Context: an optimization exercise on an open-source flow, tuned for small area, a short achievable clock period and few clock cycles per item. The choices shown serve that exercise and are no tape-out recipe.
In this exercise RTL edits were held to simulation tests only and were not proved equivalent to the original.
Power figures rest on the tool's default switching activity, not on a simulated workload.

==> inputs of try-amber <==
==> flow/design.v <==
package arpc_pkg;
    localparam int TABLE_ENTRIES = 64;
    localparam int IDX_W         = 6;
    localparam logic [10:0] MIN_FRAME_LEN = 11'd28;
    localparam logic [15:0] HW_ETHERNET   = 16'h0001;
    localparam logic [15:0] PROTO_IPV4    = 16'h0800;
    localparam logic [15:0] OP_REQUEST    = 16'h0001;
    localparam logic [1:0] KIND_NONE  = 2'd0;
    localparam logic [1:0] KIND_REPLY = 2'd1;
    localparam logic [1:0] KIND_HIT   = 2'd2;
    localparam logic [1:0] KIND_MISS  = 2'd3;
endpackage
module arpc_table (
    input  logic              aclk,
    input  logic [63:0]       ip_we,
    input  logic [63:0]       mac_we,
    input  logic [31:0]       wr_ip,
    input  logic [47:0]       wr_mac,
    input  logic [63:0]       valid,
    input  logic [31:0]       key,
    output logic [63:0]       match,
    input  logic [63:0]       rd_sel,
    output logic [47:0]       rd_mac
);
    logic [63:0][31:0] ip_q;
    logic [63:0][47:0] mac_q;
    for (genvar j = 0; j < 64; j++) begin : g_ent
        always_ff @(posedge aclk) begin
            if (ip_we[j])  ip_q[j]  <= wr_ip;
            if (mac_we[j]) mac_q[j] <= wr_mac;
        end
        assign match[j] = valid[j] && (ip_q[j] == key);
    end
    always_comb begin
        rd_mac = '0;
        for (int j = 0; j < 64; j++) begin
            rd_mac = rd_mac | (mac_q[j] & {48{rd_sel[j]}});
        end
    end
endmodule
import arpc_pkg::*;
module arpc_ctrl (
    input  logic         aclk,
    input  logic         aresetn,
    input  logic         push,
    input  logic [1:0]   w_kind,
    input  logic         w_learned,
    input  logic [47:0]  w_found,
    input  logic [47:0]  w_smac,
    input  logic [31:0]  w_ip,
    input  logic         m_ready,
    output logic         m_valid,
    output logic [178:0] m_data,
    output logic         adv,
    output logic         in_rdy
);
    logic         hv;
    logic         h_empty;
    logic [178:0] h_q;
    logic [47:0]  dmac, tmac;
    logic [31:0]  tip;
    assign adv  = !hv || m_ready;
    assign dmac = (w_kind == KIND_REPLY) ? w_smac :
                  (w_kind == KIND_MISS)  ? 48'hFFFF_FFFF_FFFF : 48'd0;
    assign tmac = (w_kind == KIND_REPLY) ? w_smac : 48'd0;
    assign tip  = w_kind[0] ? w_ip : 32'd0;
    always_ff @(posedge aclk) begin
        if (!aresetn) begin
            hv      <= 1'b0;
            h_empty <= 1'b1;
        end else if (adv) begin
            hv      <= push;
            h_empty <= !push;
        end
    end
    assign in_rdy = h_empty || m_ready;
    always_ff @(posedge aclk) begin
        if (adv && push) h_q <= {w_kind, dmac, tmac, tip, w_found, w_learned};
    end
    assign m_valid = hv;
    assign m_data  = h_q;
endmodule
import arpc_pkg::*;
module arp_cache_responder_core (
    input  logic          aclk,
    input  logic          aresetn,
    input  logic          psel,
    input  logic          penable,
    input  logic          pwrite,
    input  logic [3:0]    paddr,
    input  logic [63:0]   pwdata,
    output logic [63:0]   prdata,
    output logic          pready,
    input  logic          s_valid,
    output logic          s_ready,
    input  logic [203:0]  s_data,
    output logic          m_valid,
    input  logic          m_ready,
    output logic [178:0]  m_data
);
    logic [47:0] own_mac;
    logic [31:0] own_ip;
    logic [47:0] prdata_q;
    always_ff @(posedge aclk) begin
        if (!aresetn) begin
            own_mac <= '0;
            own_ip  <= '0;
        end else if (psel && penable && pwrite) begin
            if (paddr[3]) own_ip  <= pwdata[31:0];
            else          own_mac <= pwdata[47:0];
        end
    end
    always_ff @(posedge aclk) begin
        prdata_q <= paddr[3] ? {16'd0, own_ip} : own_mac;
    end
    assign prdata = {16'd0, prdata_q};
    assign pready = 1'b1;
    logic        adv, accept;
    logic        r1v, r2v;
    logic [5:0]  ins_pos, ins_pos_m1;
    logic        full;
    logic [63:0] p0, p1, valid;
    assign accept = s_valid && adv;
    for (genvar j = 0; j < 64; j++) begin : g_pos
        assign p0[j]    = (6'(j) == ins_pos);
        assign p1[j]    = (6'(j) == ins_pos_m1);
        assign valid[j] = full || (6'(j) < ins_pos);
    end
    logic        cmd;
    logic [10:0] frame_len;
    logic [15:0] hw_type, proto_type, arp_opcode;
    logic [47:0] sender_mac;
    logic [31:0] sender_ip, target_ip_in, query_ip;
    assign {cmd, frame_len, hw_type, proto_type, arp_opcode,
            sender_mac, sender_ip, target_ip_in, query_ip} = s_data;
    logic [31:0] key0;
    logic        pkt_ok, for_us, grat, learn0, reply0;
    logic [63:0] match0;
    assign key0   = cmd ? query_ip : sender_ip;
    assign pkt_ok = (frame_len >= MIN_FRAME_LEN) && (hw_type == HW_ETHERNET) &&
                    (proto_type == PROTO_IPV4);
    assign for_us = (target_ip_in == own_ip);
    assign grat   = (sender_ip == target_ip_in);
    assign learn0 = !cmd && pkt_ok && (for_us || grat);
    assign reply0 = learn0 && for_us && (arp_opcode == OP_REQUEST);
    logic        r1_lookup, r1_learn, r1_reply, r1_e1, r1_e2;
    logic [31:0] r1_key;
    logic [47:0] r1_smac;
    logic [63:0] r1_raw;
    logic        lw_ins;
    logic        r2_lookup, r2_learn, r2_reply, r2_hit, r2_ins;
    logic [31:0] r2_key;
    logic [47:0] r2_smac;
    logic [63:0] r2_m;
    logic        y_ins, x_ins, raw_y, raw_x, hit1, ins1;
    logic [63:0] ymask, xmask, m1;
    assign y_ins = r2v && r2_ins;
    assign x_ins = lw_ins;
    assign raw_y = r1_raw[ins_pos];
    assign raw_x = r1_raw[ins_pos_m1];
    assign hit1  = ((|r1_raw) && !(y_ins && raw_y) && !(x_ins && raw_x)) ||
                   (y_ins && r1_e1) || (x_ins && r1_e2);
    assign ins1  = r1_learn && !hit1;
    assign ymask = {64{y_ins}} & p0;
    assign xmask = {64{x_ins}} & p1;
    assign m1    = (ymask & {64{r1_e1}}) | (xmask & {64{r1_e2}}) |
                   (~ymask & ~xmask & r1_raw);
    logic [63:0] ip_we, mac_we;
    logic [47:0] rd_mac;
    logic        wr;
    assign wr     = adv && r2v;
    assign ip_we  = {64{wr && r2_ins}} & p0;
    assign mac_we = ({64{wr && r2_learn}} & r2_m) | ip_we;
    arpc_table u_table (
        .aclk   (aclk),
        .ip_we  (ip_we),
        .mac_we (mac_we),
        .wr_ip  (r2_key),
        .wr_mac (r2_smac),
        .valid  (valid),
        .key    (key0),
        .match  (match0),
        .rd_sel (r2_m),
        .rd_mac (rd_mac)
    );
    always_ff @(posedge aclk) begin
        if (!aresetn) begin
            r1v        <= 1'b0;
            r2v        <= 1'b0;
            lw_ins     <= 1'b0;
            ins_pos    <= '0;
            ins_pos_m1 <= 6'd63;
            full       <= 1'b0;
        end else if (adv) begin
            r1v    <= accept;
            r2v    <= r1v;
            lw_ins <= y_ins;
            if (y_ins) begin
                ins_pos    <= ins_pos + 1'b1;
                ins_pos_m1 <= ins_pos;
                if (ins_pos == 6'd63) full <= 1'b1;
            end
        end
    end
    always_ff @(posedge aclk) begin
        if (adv) begin
            r1_lookup <= cmd;
            r1_learn  <= learn0;
            r1_reply  <= reply0;
            r1_key    <= key0;
            r1_smac   <= sender_mac;
            r1_raw    <= match0;
            r1_e1     <= (key0 == r1_key);
            r1_e2     <= (key0 == r2_key);
            r2_lookup <= r1_lookup;
            r2_learn  <= r1_learn;
            r2_reply  <= r1_reply;
            r2_key    <= r1_key;
            r2_smac   <= r1_smac;
            r2_m      <= m1;
            r2_hit    <= hit1;
            r2_ins    <= ins1;
        end
    end
    logic [1:0]  w_kind;
    assign w_kind = r2_lookup ? (r2_hit ? KIND_HIT : KIND_MISS)
                              : (r2_reply ? KIND_REPLY : KIND_NONE);
    arpc_ctrl u_out (
        .aclk      (aclk),
        .aresetn   (aresetn),
        .push      (r2v),
        .w_kind    (w_kind),
        .w_learned (r2_learn),
        .w_found   (rd_mac & {48{r2_lookup}}),
        .w_smac    (r2_smac),
        .w_ip      (r2_key),
        .m_ready   (m_ready),
        .m_valid   (m_valid),
        .m_data    (m_data),
        .adv       (adv),
        .in_rdy    (s_ready)
    );
endmodule
==> flow/flow/run.sh <==
#!/bin/bash
# The standard layout (standard.sh), with layout choices of its own:
# port buffers are plain buf_4 cells instead of the delay-style buffer
# buffer_ports picks by default, the resizer may swap any cell for any other
# of the same function (not only same-footprint ones), and antenna diodes are
# added with a margin after global routing (flow/antenna.tcl).
set -uo pipefail
bash standard.sh \
    "BUFFER_PORTS_ARGS=-buffer_cell sky130_fd_sc_hd__buf_4" \
    MATCH_CELL_FOOTPRINT=0 \
    "POST_GLOBAL_ROUTE_TCL=$PWD/flow/antenna.tcl" \
    finish > flow_make.log 2>&1
status=$?
tail -20 flow_make.log
exit $status
==> flow/flow/antenna.tcl <==
# Run after global routing (POST_GLOBAL_ROUTE_TCL): add antenna diodes with a
# ratio margin, so that the detailed routes rarely need the post-route
# antenna repair, which routes the whole design a second time.
repair_antennas -ratio_margin 50 -iterations 2 -diode_only
check_placement -verbose
check_antennas -report_file $::env(REPORTS_DIR)/grt_antennas_margin.log
write_guides $::env(RESULTS_DIR)/route.guide
==> flow/standard.sh <==
#!/bin/bash
# synth_recipe.tcl (not shown) runs the flow's synth.tcl, then flattens the netlist and writes it again
# the make line also repeats each setting of config.mk as NAME=value (left out here)
make -C /OpenROAD-flow-scripts/flow DESIGN_CONFIG=/design/flow/config.mk WORK_HOME=/design/flow/orfs CLKGATE_MAP_FILE= SYNTH_SCRIPT=/design/flow/synth_recipe.tcl "${@:-finish}"
==> flow/config.mk <==
export PLATFORM = sky130hd
export DESIGN_NAME = arp_cache_responder_core
export DESIGN_NICKNAME = arp_cache_responder_core
export VERILOG_FILES = /design/flow/design.v
export SDC_FILE = /design/flow/constraint.sdc
export NUM_CORES = 4
export LEC_CHECK = 0
export ABC_CLOCK_PERIOD_IN_PS = 3000
export CAP_MARGIN = 20
export CELL_PAD_IN_SITES_DETAIL_PLACEMENT = 1
export CELL_PAD_IN_SITES_GLOBAL_PLACEMENT = 1
export CORE_MARGIN = 2
export CORE_UTILIZATION = 45
export CTS_CLUSTER_DIAMETER = 80
export CTS_CLUSTER_SIZE = 24
export PLACE_DENSITY = 0.58
export SETUP_SLACK_MARGIN = 3.1
export SLEW_MARGIN = 20
==> flow/constraint.sdc <==
create_clock -name core_clock -period 6.0 [get_ports {aclk}]
set_input_delay 1.2000 -clock core_clock [delete_from_list [all_inputs] [get_ports {aclk}]]
set_output_delay 1.2000 -clock core_clock [all_outputs]
set_load 0.01 [all_outputs]
==> inputs of try-raven, as changes to try-amber <==
==> flow/design.v, changed modules only <==
module arpc_ctrl (
    input  logic         aclk,
    input  logic         aresetn,
    input  logic         push,
    input  logic [1:0]   w_kind,
    input  logic         w_learned,
    input  logic [47:0]  w_mac,
    input  logic [47:0]  w_found,
    input  logic [47:0]  w_smac,
    input  logic [31:0]  w_ip,
    input  logic         m_ready,
    output logic         m_valid,
    output logic [178:0] m_data,
    output logic         skid_vld
);
    logic         hv, sv;
    logic [1:0]   s_kind;
    logic         s_learned;
    logic [47:0]  s_mac;
    logic [31:0]  s_ip;
    logic [178:0] h_q;
    logic [178:0] h_from_s, h_from_w;
    function automatic logic [178:0] expand(logic [1:0] kind, logic learned,
                                            logic [47:0] mac, logic [47:0] found,
                                            logic [31:0] ip);
        logic [47:0] dmac, tmac;
        logic [31:0] tip;
        dmac = (kind == KIND_REPLY) ? mac : (kind == KIND_MISS) ? 48'hFFFF_FFFF_FFFF : 48'd0;
        tmac = (kind == KIND_REPLY) ? mac : 48'd0;
        tip  = kind[0] ? ip : 32'd0;
        expand = {kind, dmac, tmac, tip, found, learned};
    endfunction
    assign h_from_s = expand(s_kind, s_learned, s_mac,
                             (s_kind == KIND_HIT) ? s_mac : 48'd0, s_ip);
    assign h_from_w = expand(w_kind, w_learned, w_smac, w_found, w_ip);
    logic h_free;
    assign h_free = !hv || m_ready;
    always_ff @(posedge aclk) begin
        if (!aresetn) begin
            hv <= 1'b0;
            sv <= 1'b0;
        end else if (h_free) begin
            if (sv) begin
                hv <= 1'b1;
                sv <= push;
            end else begin
                hv <= push;
            end
        end else if (push) begin
            sv <= 1'b1;
        end
    end
    always_ff @(posedge aclk) begin
        if (h_free) begin
            if (sv)        h_q <= h_from_s;
            else if (push) h_q <= h_from_w;
        end
        if (push) begin
            s_kind    <= w_kind;
            s_learned <= w_learned;
            s_mac     <= w_mac;
            s_ip      <= w_ip;
        end
    end
    assign m_valid  = hv;
    assign m_data   = h_q;
    assign skid_vld = sv;
endmodule
module arp_cache_responder_core (
    input  logic          aclk,
    input  logic          aresetn,
    input  logic          psel,
    input  logic          penable,
    input  logic          pwrite,
    input  logic [3:0]    paddr,
    input  logic [63:0]   pwdata,
    output logic [63:0]   prdata,
    output logic          pready,
    input  logic          s_valid,
    output logic          s_ready,
    input  logic [203:0]  s_data,
    output logic          m_valid,
    input  logic          m_ready,
    output logic [178:0]  m_data
);
    logic [47:0] own_mac;
    logic [31:0] own_ip;
    logic [47:0] prdata_q;
    always_ff @(posedge aclk) begin
        if (!aresetn) begin
            own_mac <= '0;
            own_ip  <= '0;
        end else if (psel && penable && pwrite) begin
            if (paddr[3]) own_ip  <= pwdata[31:0];
            else          own_mac <= pwdata[47:0];
        end
    end
    always_ff @(posedge aclk) begin
        prdata_q <= paddr[3] ? {16'd0, own_ip} : own_mac;
    end
    assign prdata = {16'd0, prdata_q};
    assign pready = 1'b1;
    logic        s_ready_q, skid_vld, adv, accept;
    logic        r1v, r2v;
    logic [5:0]  ins_pos, ins_pos_m1;
    logic        full;
    logic [63:0] p0, p1, valid;
    assign adv    = !skid_vld || m_ready;
    assign accept = s_valid && s_ready_q;
    for (genvar j = 0; j < 64; j++) begin : g_pos
        assign p0[j]    = (6'(j) == ins_pos);
        assign p1[j]    = (6'(j) == ins_pos_m1);
        assign valid[j] = full || (6'(j) < ins_pos);
    end
    logic        cmd;
    logic [10:0] frame_len;
    logic [15:0] hw_type, proto_type, arp_opcode;
    logic [47:0] sender_mac;
    logic [31:0] sender_ip, target_ip_in, query_ip;
    assign {cmd, frame_len, hw_type, proto_type, arp_opcode,
            sender_mac, sender_ip, target_ip_in, query_ip} = s_data;
    logic [31:0] key0;
    logic        pkt_ok, for_us, grat, learn0, reply0;
    logic [63:0] match0;
    assign key0   = cmd ? query_ip : sender_ip;
    assign pkt_ok = (frame_len >= MIN_FRAME_LEN) && (hw_type == HW_ETHERNET) &&
                    (proto_type == PROTO_IPV4);
    assign for_us = (target_ip_in == own_ip);
    assign grat   = (sender_ip == target_ip_in);
    assign learn0 = !cmd && pkt_ok && (for_us || grat);
    assign reply0 = learn0 && for_us && (arp_opcode == OP_REQUEST);
    logic        r1_lookup, r1_learn, r1_reply, r1_e1, r1_e2;
    logic [31:0] r1_key;
    logic [47:0] r1_smac;
    logic [63:0] r1_raw;
    logic        lw_ins;
    logic        r2_lookup, r2_learn, r2_reply, r2_hit, r2_ins;
    logic [31:0] r2_key;
    logic [47:0] r2_smac;
    logic [63:0] r2_m;
    logic        y_ins, x_ins, raw_y, raw_x, hit1, ins1;
    logic [63:0] ymask, xmask, m1;
    assign y_ins = r2v && r2_ins;
    assign x_ins = lw_ins;
    assign raw_y = r1_raw[ins_pos];
    assign raw_x = r1_raw[ins_pos_m1];
    assign hit1  = ((|r1_raw) && !(y_ins && raw_y) && !(x_ins && raw_x)) ||
                   (y_ins && r1_e1) || (x_ins && r1_e2);
    assign ins1  = r1_learn && !hit1;
    assign ymask = {64{y_ins}} & p0;
    assign xmask = {64{x_ins}} & p1;
    assign m1    = (ymask & {64{r1_e1}}) | (xmask & {64{r1_e2}}) |
                   (~ymask & ~xmask & r1_raw);
    logic [63:0] ip_we, mac_we, rd_sel;
    logic [47:0] rd_mac;
    logic        wr;
    assign wr     = adv && r2v;
    assign ip_we  = {64{wr && r2_ins}} & p0;
    assign mac_we = ({64{wr && r2_learn}} & r2_m) | ip_we;
    assign rd_sel = {64{r2_lookup}} & r2_m;
    arpc_table u_table (
        .aclk   (aclk),
        .ip_we  (ip_we),
        .mac_we (mac_we),
        .wr_ip  (r2_key),
        .wr_mac (r2_smac),
        .valid  (valid),
        .key    (key0),
        .match  (match0),
        .rd_sel (rd_sel),
        .rd_mac (rd_mac)
    );
    always_ff @(posedge aclk) begin
        if (!aresetn) begin
            r1v        <= 1'b0;
            r2v        <= 1'b0;
            lw_ins     <= 1'b0;
            ins_pos    <= '0;
            ins_pos_m1 <= 6'd63;
            full       <= 1'b0;
        end else if (adv) begin
            r1v    <= accept;
            r2v    <= r1v;
            lw_ins <= y_ins;
            if (y_ins) begin
                ins_pos    <= ins_pos + 1'b1;
                ins_pos_m1 <= ins_pos;
                if (ins_pos == 6'd63) full <= 1'b1;
            end
        end
    end
    always_ff @(posedge aclk) begin
        if (adv) begin
            r1_lookup <= cmd;
            r1_learn  <= learn0;
            r1_reply  <= reply0;
            r1_key    <= key0;
            r1_smac   <= sender_mac;
            r1_raw    <= match0;
            r1_e1     <= (key0 == r1_key);
            r1_e2     <= (key0 == r2_key);
            r2_lookup <= r1_lookup;
            r2_learn  <= r1_learn;
            r2_reply  <= r1_reply;
            r2_key    <= r1_key;
            r2_smac   <= r1_smac;
            r2_m      <= m1;
            r2_hit    <= hit1;
            r2_ins    <= ins1;
        end
    end
    logic [1:0]  w_kind;
    logic [47:0] w_mac;
    assign w_kind = r2_lookup ? (r2_hit ? KIND_HIT : KIND_MISS)
                              : (r2_reply ? KIND_REPLY : KIND_NONE);
    assign w_mac  = rd_mac | ({48{r2_reply}} & r2_smac);
    arpc_ctrl u_out (
        .aclk      (aclk),
        .aresetn   (aresetn),
        .push      (wr),
        .w_kind    (w_kind),
        .w_learned (r2_learn),
        .w_mac     (w_mac),
        .w_found   (rd_mac),
        .w_smac    (r2_smac),
        .w_ip      (r2_key),
        .m_ready   (m_ready),
        .m_valid   (m_valid),
        .m_data    (m_data),
        .skid_vld  (skid_vld)
    );
    logic sv_next;
    assign sv_next = (!m_valid || m_ready) ? (skid_vld && wr) : (skid_vld || wr);
    always_ff @(posedge aclk) begin
        if (!aresetn) s_ready_q <= 1'b1;
        else          s_ready_q <= !sv_next;
    end
    assign s_ready = s_ready_q;
endmodule
==> flow/flow/run.sh (replaced) <==
#!/bin/bash
# The standard layout (standard.sh), with three layout choices of its own:
# port buffers are plain buf_4 cells instead of the delay-style buffer
# buffer_ports picks by default, the resizer may swap any cell for any other
# of the same function (not only same-footprint ones), and the global router
# reserves more of met1/met2 for pin access (flow/fastroute.tcl).
set -uo pipefail
bash standard.sh \
    "BUFFER_PORTS_ARGS=-buffer_cell sky130_fd_sc_hd__buf_4" \
    MATCH_CELL_FOOTPRINT=0 \
    "FASTROUTE_TCL=$PWD/flow/fastroute.tcl" \
    finish > flow_make.log 2>&1
status=$?
tail -20 flow_make.log
exit $status
==> flow/flow/fastroute.tcl (new file) <==
# Global-routing capacity per layer: the flop arrays make met1 and met2 dense
# with pin access, so the global router is told to leave more room there and
# send more of the wiring up to met3/met4.
set_global_routing_layer_adjustment met1 0.6
set_global_routing_layer_adjustment met2 0.4
set_global_routing_layer_adjustment met3-$::env(MAX_ROUTING_LAYER) 0.2

set_routing_layers -clock $::env(MIN_CLK_ROUTING_LAYER)-$::env(MAX_ROUTING_LAYER)
set_routing_layers -signal $::env(MIN_ROUTING_LAYER)-$::env(MAX_ROUTING_LAYER)
--- a/flow/config.mk
+++ b/flow/config.mk
@@ -8,11 +8,9 @@
 export ABC_CLOCK_PERIOD_IN_PS = 3000
 export CAP_MARGIN = 20
-export CELL_PAD_IN_SITES_DETAIL_PLACEMENT = 1
-export CELL_PAD_IN_SITES_GLOBAL_PLACEMENT = 1
 export CORE_MARGIN = 2
-export CORE_UTILIZATION = 45
+export CORE_UTILIZATION = 50
 export CTS_CLUSTER_DIAMETER = 80
 export CTS_CLUSTER_SIZE = 24
-export PLACE_DENSITY = 0.58
-export SETUP_SLACK_MARGIN = 3.1
+export PLACE_DENSITY = 0.62
+export SETUP_SLACK_MARGIN = 3.15
 export SLEW_MARGIN = 20
removed: flow/flow/antenna.tcl
==> inputs of try-sierra, as changes to try-amber <==
--- a/flow/design.v
+++ b/flow/design.v
@@ -52,9 +52,7 @@
     output logic         m_valid,
     output logic [178:0] m_data,
-    output logic         adv,
-    output logic         in_rdy
+    output logic         adv
 );
     logic         hv;
-    logic         h_empty;
     logic [178:0] h_q;
     logic [47:0]  dmac, tmac;
@@ -66,13 +64,7 @@
     assign tip  = w_kind[0] ? w_ip : 32'd0;
     always_ff @(posedge aclk) begin
-        if (!aresetn) begin
-            hv      <= 1'b0;
-            h_empty <= 1'b1;
-        end else if (adv) begin
-            hv      <= push;
-            h_empty <= !push;
-        end
-    end
-    assign in_rdy = h_empty || m_ready;
+        if (!aresetn)  hv <= 1'b0;
+        else if (adv)  hv <= push;
+    end
     always_ff @(posedge aclk) begin
         if (adv && push) h_q <= {w_kind, dmac, tmac, tip, w_found, w_learned};
@@ -238,6 +230,6 @@
         .m_valid   (m_valid),
         .m_data    (m_data),
-        .adv       (adv),
-        .in_rdy    (s_ready)
+        .adv       (adv)
     );
+    assign s_ready = adv;
 endmodule
==> flow/flow/run.sh (replaced) <==
#!/bin/bash
# The standard layout (standard.sh), with two layout choices of its own:
# port buffers are plain buf_4 cells instead of the delay-style buffer
# buffer_ports picks by default, and the resizer may swap any cell for any
# other of the same function (not only same-footprint ones).
set -uo pipefail
bash standard.sh \
    "BUFFER_PORTS_ARGS=-buffer_cell sky130_fd_sc_hd__buf_4" \
    MATCH_CELL_FOOTPRINT=0 \
    finish > flow_make.log 2>&1
status=$?
tail -20 flow_make.log
exit $status
removed: flow/flow/antenna.tcl
==> comparison table <==
|  | try-amber | try-sierra | try-raven |
|---|---|---|---|
| Status | timing/DRC/antenna clean | timing/DRC/antenna clean | aborted with a tool error |
| Stage where the flow stopped | - | - | 5_1_grt |
| Initial core utilization | 45.1% | 45.1% | 50.2% |
| Startpoint of the lowest-slack register-to-register path | r2_m[56] | r2_m[38] | - |
| Final antenna diode count | 1355 | 51 | - |
| Total Wirelength | 1030 mm | 1040 mm | - |
| Die W | 704 um | 704 um | 675 um |
| Final-layout clock buffer total | 335 | 332 | - |
| Top pwr grp | sequential cells | sequential cells | - |
| Count of cells along the worst hold path | 1 | 1 | - |
| Sequential-to-total area share from yosys stat | 77.5% | 77.5% | 77.1% |
| Least-Margin Pin Slew | 1.45 ns | 1.29 ns | - |
| Final weighted congestion in routability-driven placement | 0.891 | 0.881 | 0.985 |
| Placed cell area | 0.239 sq mm | 0.238 sq mm | 0.243 sq mm |
| Type of element launching the critical path | register | register | - |
| Tightest hold margin | 0.334 ns | 0.313 ns | - |
| Reported net switching power | 19300 uW | 19100 uW | - |
| Floorplan Core Area | 0.489 sq mm | 0.489 sq mm | - |
| Overall power of the completed layout | 75900 uW | 75800 uW | - |
| Yosys cell types | 56 | 59 | 64 |
| Post-synthesis instance area | 0.221 sq mm | 0.221 sq mm | 0.225 sq mm |
| Lkg Pwr | 0.0818 uW | 0.0821 uW | - |
| Endpoint of the most critical setup path | u_out.h_q[23] | u_out.h_q[38] | - |
| Fraction of layout cells with a size suffix above 1 | 18.4% | 18.2% | - |
Testbench counts of try-amber, summed over its fixed seeds: cycles 5,624, items 5,600.
Testbench counts of try-raven, summed over its fixed seeds: cycles 5,624, items 5,600.
Testbench counts of try-sierra, summed over its fixed seeds: cycles 5,624, items 5,600.

## static timing again, ports no longer ideal
In the flow no input, the clock included, has a driving cell. The finished layouts below were timed again as built, in two steps. Step 1, drivers: a clkbuf_16 drives aclk and a buf_2 each remaining input, both assumed. Step 2, shift: input delay + t, output delay - t, t = (earliest + latest rising clock arrival at the registers) / 2. This alone moves slack from input paths to output paths. a / b / c = ideal / step 1 / step 2; a / b = the first two.
run | t (ns) | setup WS [ns] | hold WS [ns] | worst register clock-pin slew, ns
try-amber | 1.144 | 2.658 / 2.593 / 1.813 | 0.334 / 0.234 / 0.402 | 0.11 / 0.11
try-sierra | 1.163 | 2.822 / 2.765 / 1.766 | 0.313 / 0.209 / 0.407 | 0.11 / 0.11
After both steps every run listed still meets setup and hold. For try-sierra, which loses most, drivers alone change the setup slack by -0.057 ns; drivers and shift together by -1.056 ns.
